This is an optimization exercise on Yosys and OpenROAD, whose aim is small area and a short achievable clock period, not a production implementation.
In this exercise RTL edits were held to simulation tests only and were not proved equivalent to the original.
Power is estimated from default activity; no workload was simulated.

red:
==> flow/design.v <==
module qmax_update_table (
  input  logic        i_clk,
  input  logic        i_rst_n,
  input  logic        i_clear,
  output logic        o_busy,
  input  logic        i_rd_en,
  input  logic [5:0]  i_rd_addr,
  output logic [31:0] o_rd_data,
  output logic        o_rd_valid,
  input  logic        i_upd_en,
  input  logic [5:0]  i_upd_addr,
  input  logic [31:0] i_upd_data,
  input  logic        i_upd_mode,
  output logic        o_improved
);
  logic        busy_q;
  logic [5:0]  cnt_q;
  logic        s1_valid_q;
  logic        s1_mode_q;
  logic [5:0]  s1_addr_q;
  logic [31:0] s1_data_q;
  logic [31:0] s1_old_q;
  logic        s1_hit2_q;
  logic        s1_gt2_q;     
  logic        s2_valid_q;
  logic [5:0]  s2_addr_q;
  logic [63:0] s2_sel_q;      
  logic [31:0] s2_data_q;
  logic        rd_valid_q;
  logic [31:0] rd_data_q;
  logic        improved_q;
  logic [31:0] mem [64];
  logic        accept;
  logic        gt_old;
  logic        take;
  logic        commit;
  logic [31:0] rd_tree;
  logic [31:0] upd_tree;
  logic        rd_hit1;
  logic        rd_hit2;
  logic        upd_hit2;
  logic [31:0] rd_base;
  function automatic logic fgt(input logic [31:0] a, input logic [31:0] b);
    logic [31:0] g, l;
    g = {1'b0, a[30:0] & ~b[30:0]};
    l = {1'b0, ~a[30:0] & b[30:0]};
    for (int w = 1; w < 32; w = w * 2)
      for (int i = 0; i < 32; i += 2 * w) begin
        g[i] = g[i + w] | (!l[i + w] && g[i]);
        l[i] = l[i + w] | (!g[i + w] && l[i]);
      end
    if (a[31] != b[31]) fgt = b[31];
    else                fgt = a[31] ? l[0] : g[0];
  endfunction
  assign accept = !busy_q && !i_clear;
  always_comb begin
    logic [31:0] rd_lvl  [64];
    logic [31:0] upd_lvl [64];
    for (int i = 0; i < 64; i++) begin
      rd_lvl[i]  = mem[i];
      upd_lvl[i] = mem[i];
    end
    for (int b = 0; b < 6; b++)
      for (int i = 0; i < (64 >> (b + 1)); i++) begin
        rd_lvl[i]  = i_rd_addr[b]  ? rd_lvl[2 * i + 1]  : rd_lvl[2 * i];
        upd_lvl[i] = i_upd_addr[b] ? upd_lvl[2 * i + 1] : upd_lvl[2 * i];
      end
    rd_tree  = rd_lvl[0];
    upd_tree = upd_lvl[0];
  end
  assign gt_old = fgt(s1_data_q, s1_old_q);
  assign take   = !s1_mode_q || ((s1_hit2_q && s2_valid_q) ? s1_gt2_q : gt_old);
  assign commit = s1_valid_q && accept && take;
  assign rd_hit1  = s1_valid_q && (s1_addr_q == i_rd_addr);
  assign rd_hit2  = s2_valid_q && (s2_addr_q == i_rd_addr);
  assign upd_hit2 = s2_valid_q && (s2_addr_q == i_upd_addr);
  assign rd_base  = rd_hit2 ? s2_data_q : rd_tree;
  always_ff @(posedge i_clk) begin
    for (int i = 0; i < 64; i++)
      if (busy_q || (s2_valid_q && s2_sel_q[i]))
        mem[i] <= s2_data_q & {32{!busy_q}};
  end
  always_ff @(posedge i_clk) begin
    s1_mode_q <= i_upd_mode;
    s1_addr_q <= i_upd_addr;
    s1_data_q <= i_upd_data;
    s1_old_q  <= upd_hit2 ? s2_data_q : upd_tree;
    s1_hit2_q <= s1_valid_q && (s1_addr_q == i_upd_addr);
    s1_gt2_q  <= fgt(i_upd_data, s1_data_q);
    s2_addr_q <= s1_addr_q;
    s2_data_q <= s1_data_q;
    for (int i = 0; i < 64; i++) s2_sel_q[i] <= (s1_addr_q == 6'(i));
  end
  always_ff @(posedge i_clk or negedge i_rst_n) begin
    if (!i_rst_n) begin
      busy_q     <= 1'b1;
      cnt_q      <= '0;
      s1_valid_q <= 1'b0;
      s2_valid_q <= 1'b0;
      rd_valid_q <= 1'b0;
      rd_data_q  <= '0;
      improved_q <= 1'b0;
    end else begin
      if (busy_q) begin
        cnt_q <= cnt_q + 1'b1;
        if (cnt_q == 6'd63) busy_q <= 1'b0;
      end else if (i_clear) begin
        busy_q <= 1'b1;
      end
      s1_valid_q <= accept && i_upd_en;
      s2_valid_q <= commit;
      rd_valid_q <= accept && i_rd_en;
      if (accept && i_rd_en) rd_data_q <= (rd_hit1 && take) ? s1_data_q : rd_base;
      improved_q <= commit && s1_mode_q;
    end
  end
  assign o_busy     = busy_q;
  assign o_rd_data  = rd_data_q;
  assign o_rd_valid = rd_valid_q;
  assign o_improved = improved_q;
endmodule
Settings: LEC_CHECK=0, CAP_MARGIN=20, CORE_MARGIN=2, CORE_UTILIZATION=42, PLACE_DENSITY=0.5, SETUP_SLACK_MARGIN=2.6, SLEW_MARGIN=20, TNS_END_PERCENT=0; clock period 5.5 ns.
standard.sh (not shown) runs the stock make flow with config.mk's settings and CLKGATE_MAP_FILE= SYNTH_SCRIPT=/design/flow/synth_recipe.tcl, a recipe that flattens the netlist after the stock synthesis.
==> flow/flow/run.sh <==
#!/bin/bash
# Standard ORFS layout (standard synthesis unchanged), with these changes:
#  - the port buffers are plain sky130 buffers instead of the delay cell
#    buffer_ports picks by default;
#  - repair_timing may resize a cell to any equivalent cell, not only to one
#    with the same footprint;
#  - clock tree: larger sink clusters, no dummy loads.
set -euo pipefail
bash standard.sh MATCH_CELL_FOOTPRINT=0 \
  "BUFFER_PORTS_ARGS=-buffer_cell sky130_fd_sc_hd__buf_4" \
  "CTS_ARGS=-sink_clustering_enable -repair_clock_nets -dont_use_dummy_load -sink_clustering_size 24 -sink_clustering_max_diameter 80" \
  finish > standard_flow.log 2>&1
> inputs changed (red -> blue)
--- a/flow/design.v
+++ b/flow/design.v
@@ -52,23 +52,23 @@
     if (a[31] != b[31]) fgt = b[31];
     else                fgt = a[31] ? l[0] : g[0];
   endfunction
   assign accept = !busy_q && !i_clear;
   always_comb begin
-    logic [31:0] rd_lvl  [64];
-    logic [31:0] upd_lvl [64];
-    for (int i = 0; i < 64; i++) begin
-      rd_lvl[i]  = mem[i];
-      upd_lvl[i] = mem[i];
+    logic [31:0] rd_grp, upd_grp;
+    rd_tree  = '0;
+    upd_tree = '0;
+    for (int j = 0; j < 8; j++) begin
+      rd_grp  = '0;
+      upd_grp = '0;
+      for (int k = 0; k < 8; k++) begin
+        rd_grp  = rd_grp  | (mem[8 * j + k] & {32{i_rd_addr[2:0]  == 3'(k)}});
+        upd_grp = upd_grp | (mem[8 * j + k] & {32{i_upd_addr[2:0] == 3'(k)}});
+      end
+      rd_tree  = rd_tree  | (rd_grp  & {32{i_rd_addr[5:3]  == 3'(j)}});
+      upd_tree = upd_tree | (upd_grp & {32{i_upd_addr[5:3] == 3'(j)}});
     end
-    for (int b = 0; b < 6; b++)
-      for (int i = 0; i < (64 >> (b + 1)); i++) begin
-        rd_lvl[i]  = i_rd_addr[b]  ? rd_lvl[2 * i + 1]  : rd_lvl[2 * i];
-        upd_lvl[i] = i_upd_addr[b] ? upd_lvl[2 * i + 1] : upd_lvl[2 * i];
-      end
-    rd_tree  = rd_lvl[0];
-    upd_tree = upd_lvl[0];
   end
   assign gt_old = fgt(s1_data_q, s1_old_q);
   assign take   = !s1_mode_q || ((s1_hit2_q && s2_valid_q) ? s1_gt2_q : gt_old);
   assign commit = s1_valid_q && accept && take;
   assign rd_hit1  = s1_valid_q && (s1_addr_q == i_rd_addr);
Findings:
- Status: number of synthesized register bits parity (blue, red)
- In the reports for blue and red, the smaller synthesis-to-finish area growth belongs to red.
- Between blue and red, critical-path maximum fanout is higher for red, blue comes in under that.
- Looking at capturing instance or port of the critical path, the rd_data_q[20]$_DFFE_PN0P_ result is from red; the rd_data_q[13]$_DFFE_PN0P_ one comes from blue.
- Area of the core region (lower): blue
- Taking red over blue, the mean post-synth cell area ratio works out to 1.5.
- blue vs red, flip-flop and latch share of the layout cell area went up by 4.2 points.
- Between red and blue, the flow reports synthesized cell count increasing by more than a quarter.

---

Another version of the RTL of qmax_update_table (not shown whole).
For scale: ~6,900 cells after synthesis, ~2,300 flip-flops, ~85 I/O pins, ~0.098 mm2 of cells after synthesis.
==> module qmax_update_table, before the edit <==
module qmax_update_table (
  input  logic        i_clk,
  input  logic        i_rst_n,
  input  logic        i_clear,
  output logic        o_busy,
  input  logic        i_rd_en,
  input  logic [5:0]  i_rd_addr,
  output logic [31:0] o_rd_data,
  output logic        o_rd_valid,
  input  logic        i_upd_en,
  input  logic [5:0]  i_upd_addr,
  input  logic [31:0] i_upd_data,
  input  logic        i_upd_mode,
  output logic        o_improved
);
  logic        busy_q;        
  logic        idle_q;        
  logic [5:0]  cnt_q;
  logic        s1_valid_q;
  logic        s1_mode_q;
  logic [5:0]  s1_addr_q;
  logic [31:0] s1_data_q;
  logic [31:0] s1_ndata_q;    
  logic [31:0] s1_old_q;      
  logic        s1_hit2_q;     
  logic        s1_gt2_q;      
  logic        s1_hitw_q;     
  logic        s1_gtw_q;      
  logic        s2_valid_q;
  logic        s2_nwen_q;     
  logic [5:0]  s2_addr_q;
  logic [63:0] s2_sel_q;      
  logic [31:0] s2_data_q;
  logic        rd_valid_q;
  logic [31:0] rd_data_q;
  logic        improved_q;
  logic [31:0] mem [64];
  logic        accept;
  logic        gt_old;
  logic        take;
  logic        commit;
  logic [31:0] rd_tree;
  logic [31:0] upd_tree;
  logic        rd_hit1;
  logic        rd_hit2;
  logic        upd_hit2;
  logic [31:0] rd_base;
  function automatic logic fgt(input logic [31:0] a, input logic [31:0] b);
    logic [31:0] g, l;
    g = {1'b0, a[30:0] & ~b[30:0]};
    l = {1'b0, ~a[30:0] & b[30:0]};
    for (int w = 1; w < 32; w = w * 2)
      for (int i = 0; i < 32; i += 2 * w) begin
        g[i] = g[i + w] | (!l[i + w] && g[i]);
        l[i] = l[i + w] | (!g[i + w] && l[i]);
      end
    if (a[31] != b[31]) fgt = b[31];
    else                fgt = a[31] ? l[0] : g[0];
  endfunction
  assign accept = idle_q && !i_clear;
  always_comb begin
    logic [31:0] rd_grp, upd_grp;
    rd_tree  = '0;
    upd_tree = '0;
    for (int j = 0; j < 8; j++) begin
      rd_grp  = '0;
      upd_grp = '0;
      for (int k = 0; k < 8; k++) begin
        rd_grp  = rd_grp  | (mem[8 * j + k] & {32{i_rd_addr[2:0]  == 3'(k)}});
        upd_grp = upd_grp | (mem[8 * j + k] & {32{i_upd_addr[2:0] == 3'(k)}});
      end
      rd_tree  = rd_tree  | (rd_grp  & {32{i_rd_addr[5:3]  == 3'(j)}});
      upd_tree = upd_tree | (upd_grp & {32{i_upd_addr[5:3] == 3'(j)}});
    end
  end
  assign gt_old = fgt(~s1_ndata_q, s1_old_q);
  assign take   = !s1_mode_q ||
                  ((s1_hit2_q && s2_valid_q) ? s1_gt2_q : (s1_hitw_q ? s1_gtw_q : gt_old));
  assign commit = s1_valid_q && accept && take;
  assign rd_hit1  = s1_valid_q && (s1_addr_q == i_rd_addr);
  assign rd_hit2  = s2_valid_q && (s2_addr_q == i_rd_addr);
  assign upd_hit2 = s2_valid_q && (s2_addr_q == i_upd_addr);
  assign rd_base  = rd_hit2 ? s2_data_q : rd_tree;
  always_ff @(posedge i_clk) begin
    for (int i = 0; i < 64; i++)
      if (!idle_q || (!s2_nwen_q && s2_sel_q[i]))
        mem[i] <= s2_data_q & {32{idle_q}};
  end
  always_ff @(posedge i_clk) begin
    s1_mode_q <= i_upd_mode;
    s1_addr_q <= i_upd_addr;
    s1_data_q <= i_upd_data;
    s1_ndata_q <= ~i_upd_data;
    s1_old_q  <= upd_tree;
    s1_hitw_q <= upd_hit2;
    s1_gtw_q  <= fgt(i_upd_data, s2_data_q);
    s1_hit2_q <= s1_valid_q && (s1_addr_q == i_upd_addr);
    s1_gt2_q  <= fgt(i_upd_data, s1_data_q);
    s2_addr_q <= s1_addr_q;
    s2_data_q <= s1_data_q;
    for (int i = 0; i < 64; i++) s2_sel_q[i] <= (s1_addr_q == 6'(i));
  end
  always_ff @(posedge i_clk or negedge i_rst_n) begin
    if (!i_rst_n) begin
      busy_q     <= 1'b1;
      idle_q     <= 1'b0;
      cnt_q      <= '0;
      s1_valid_q <= 1'b0;
      s2_valid_q <= 1'b0;
      s2_nwen_q  <= 1'b1;
      rd_valid_q <= 1'b0;
      rd_data_q  <= '0;
      improved_q <= 1'b0;
    end else begin
      if (!idle_q) begin
        cnt_q <= cnt_q + 1'b1;
        if (cnt_q == 6'd63) begin
          busy_q <= 1'b0;
          idle_q <= 1'b1;
        end
      end else if (i_clear) begin
        busy_q <= 1'b1;
        idle_q <= 1'b0;
      end
      s1_valid_q <= accept && i_upd_en;
      s2_valid_q <= commit;
      s2_nwen_q  <= !commit;
      rd_valid_q <= accept && i_rd_en;
      if (accept && i_rd_en) rd_data_q <= (rd_hit1 && take) ? s1_data_q : rd_base;
      improved_q <= commit && s1_mode_q;
    end
  end
  assign o_busy     = busy_q;
  assign o_rd_data  = rd_data_q;
  assign o_rd_valid = rd_valid_q;
  assign o_improved = improved_q;
endmodule
clock: 5.5 ns
lec_check: 0
cap_margin: 20
core_margin: 2
core_utilization: 42
place_density: 0.5
setup_slack_margin: 2.6
slew_margin: 20
tns_end_percent: 0
Scripts as last shown in full above: flow/flow/run.sh
Rerun with:
--- a/flow/design.v
+++ b/flow/design.v
@@ -13,8 +13,7 @@
   input  logic        i_upd_mode,
   output logic        o_improved
 );
-  logic        busy_q;        
-  logic        idle_q;        
+  logic        busy_q;
   logic [5:0]  cnt_q;
   logic        s1_valid_q;
   logic        s1_mode_q;
@@ -27,7 +26,6 @@
   logic        s1_hitw_q;     
   logic        s1_gtw_q;      
   logic        s2_valid_q;
-  logic        s2_nwen_q;     
   logic [5:0]  s2_addr_q;
   logic [63:0] s2_sel_q;      
   logic [31:0] s2_data_q;
@@ -57,7 +55,7 @@
     if (a[31] != b[31]) fgt = b[31];
     else                fgt = a[31] ? l[0] : g[0];
   endfunction
-  assign accept = idle_q && !i_clear;
+  assign accept = !busy_q && !i_clear;
   always_comb begin
     logic [31:0] rd_grp, upd_grp;
     rd_tree  = '0;
@@ -83,8 +81,8 @@
   assign rd_base  = rd_hit2 ? s2_data_q : rd_tree;
   always_ff @(posedge i_clk) begin
     for (int i = 0; i < 64; i++)
-      if (!idle_q || (!s2_nwen_q && s2_sel_q[i]))
-        mem[i] <= s2_data_q & {32{idle_q}};
+      if (busy_q || (s2_valid_q && s2_sel_q[i]))
+        mem[i] <= s2_data_q & {32{!busy_q}};
   end
   always_ff @(posedge i_clk) begin
     s1_mode_q <= i_upd_mode;
@@ -103,28 +101,21 @@
   always_ff @(posedge i_clk or negedge i_rst_n) begin
     if (!i_rst_n) begin
       busy_q     <= 1'b1;
-      idle_q     <= 1'b0;
       cnt_q      <= '0;
       s1_valid_q <= 1'b0;
       s2_valid_q <= 1'b0;
-      s2_nwen_q  <= 1'b1;
       rd_valid_q <= 1'b0;
       rd_data_q  <= '0;
       improved_q <= 1'b0;
     end else begin
-      if (!idle_q) begin
+      if (busy_q) begin
         cnt_q <= cnt_q + 1'b1;
-        if (cnt_q == 6'd63) begin
-          busy_q <= 1'b0;
-          idle_q <= 1'b1;
-        end
+        if (cnt_q == 6'd63) busy_q <= 1'b0;
       end else if (i_clear) begin
         busy_q <= 1'b1;
-        idle_q <= 1'b0;
       end
       s1_valid_q <= accept && i_upd_en;
       s2_valid_q <= commit;
-      s2_nwen_q  <= !commit;
       rd_valid_q <= accept && i_rd_en;
       if (accept && i_rd_en) rd_data_q <= (rd_hit1 && take) ? s1_data_q : rd_base;
       improved_q <= commit && s1_mode_q;
Result: The changed run completed without violations. Synthesized cell count rose slightly. Area after synthesis rose slightly. Routed wire length shrinks by a few percent. Setup slack gets worse by 0.19 ns. Via count fell slightly. Power goes up by well over a third. Critical path depth rose by 1. First-iteration DRC count increases by a little under a tenth. Hold slack gets better by 0.069 ns.

==> port drivers added, routing unchanged <==
The results above use ideal ports. As a check the final layouts listed here were re-extracted and re-timed, cells and wires unchanged. Step 1: set_driving_cell puts a clkbuf_16 on i_clk and a buf_2 on each other input, an assumption about the parent block. Step 2 moves the port delays by t, midway between the first and last clock arrival at a register: inputs arrive t later, outputs are due t later. That takes back most of the time a late clock gives input paths. Slacks: ideal / step 1 / step 2; pairs: ideal / step 1.
run	shift t [ns]	setup slack, ns	worst data-port slew with drivers (ns)
red	0.891	2.215 / 1.998 / 1.107	0.38
blue	0.914	2.309 / 2.309 / 1.467	0.07
the first run of note 2	0.924	2.224 / 2.103 / 1.179	0.37
the second run of note 2	0.933	2.029 / 1.923 / 0.990	0.42
After both steps every run listed still meets setup and hold. For red, which loses most, drivers alone change the setup slack by -0.217 ns; drivers and shift together by -1.108 ns.
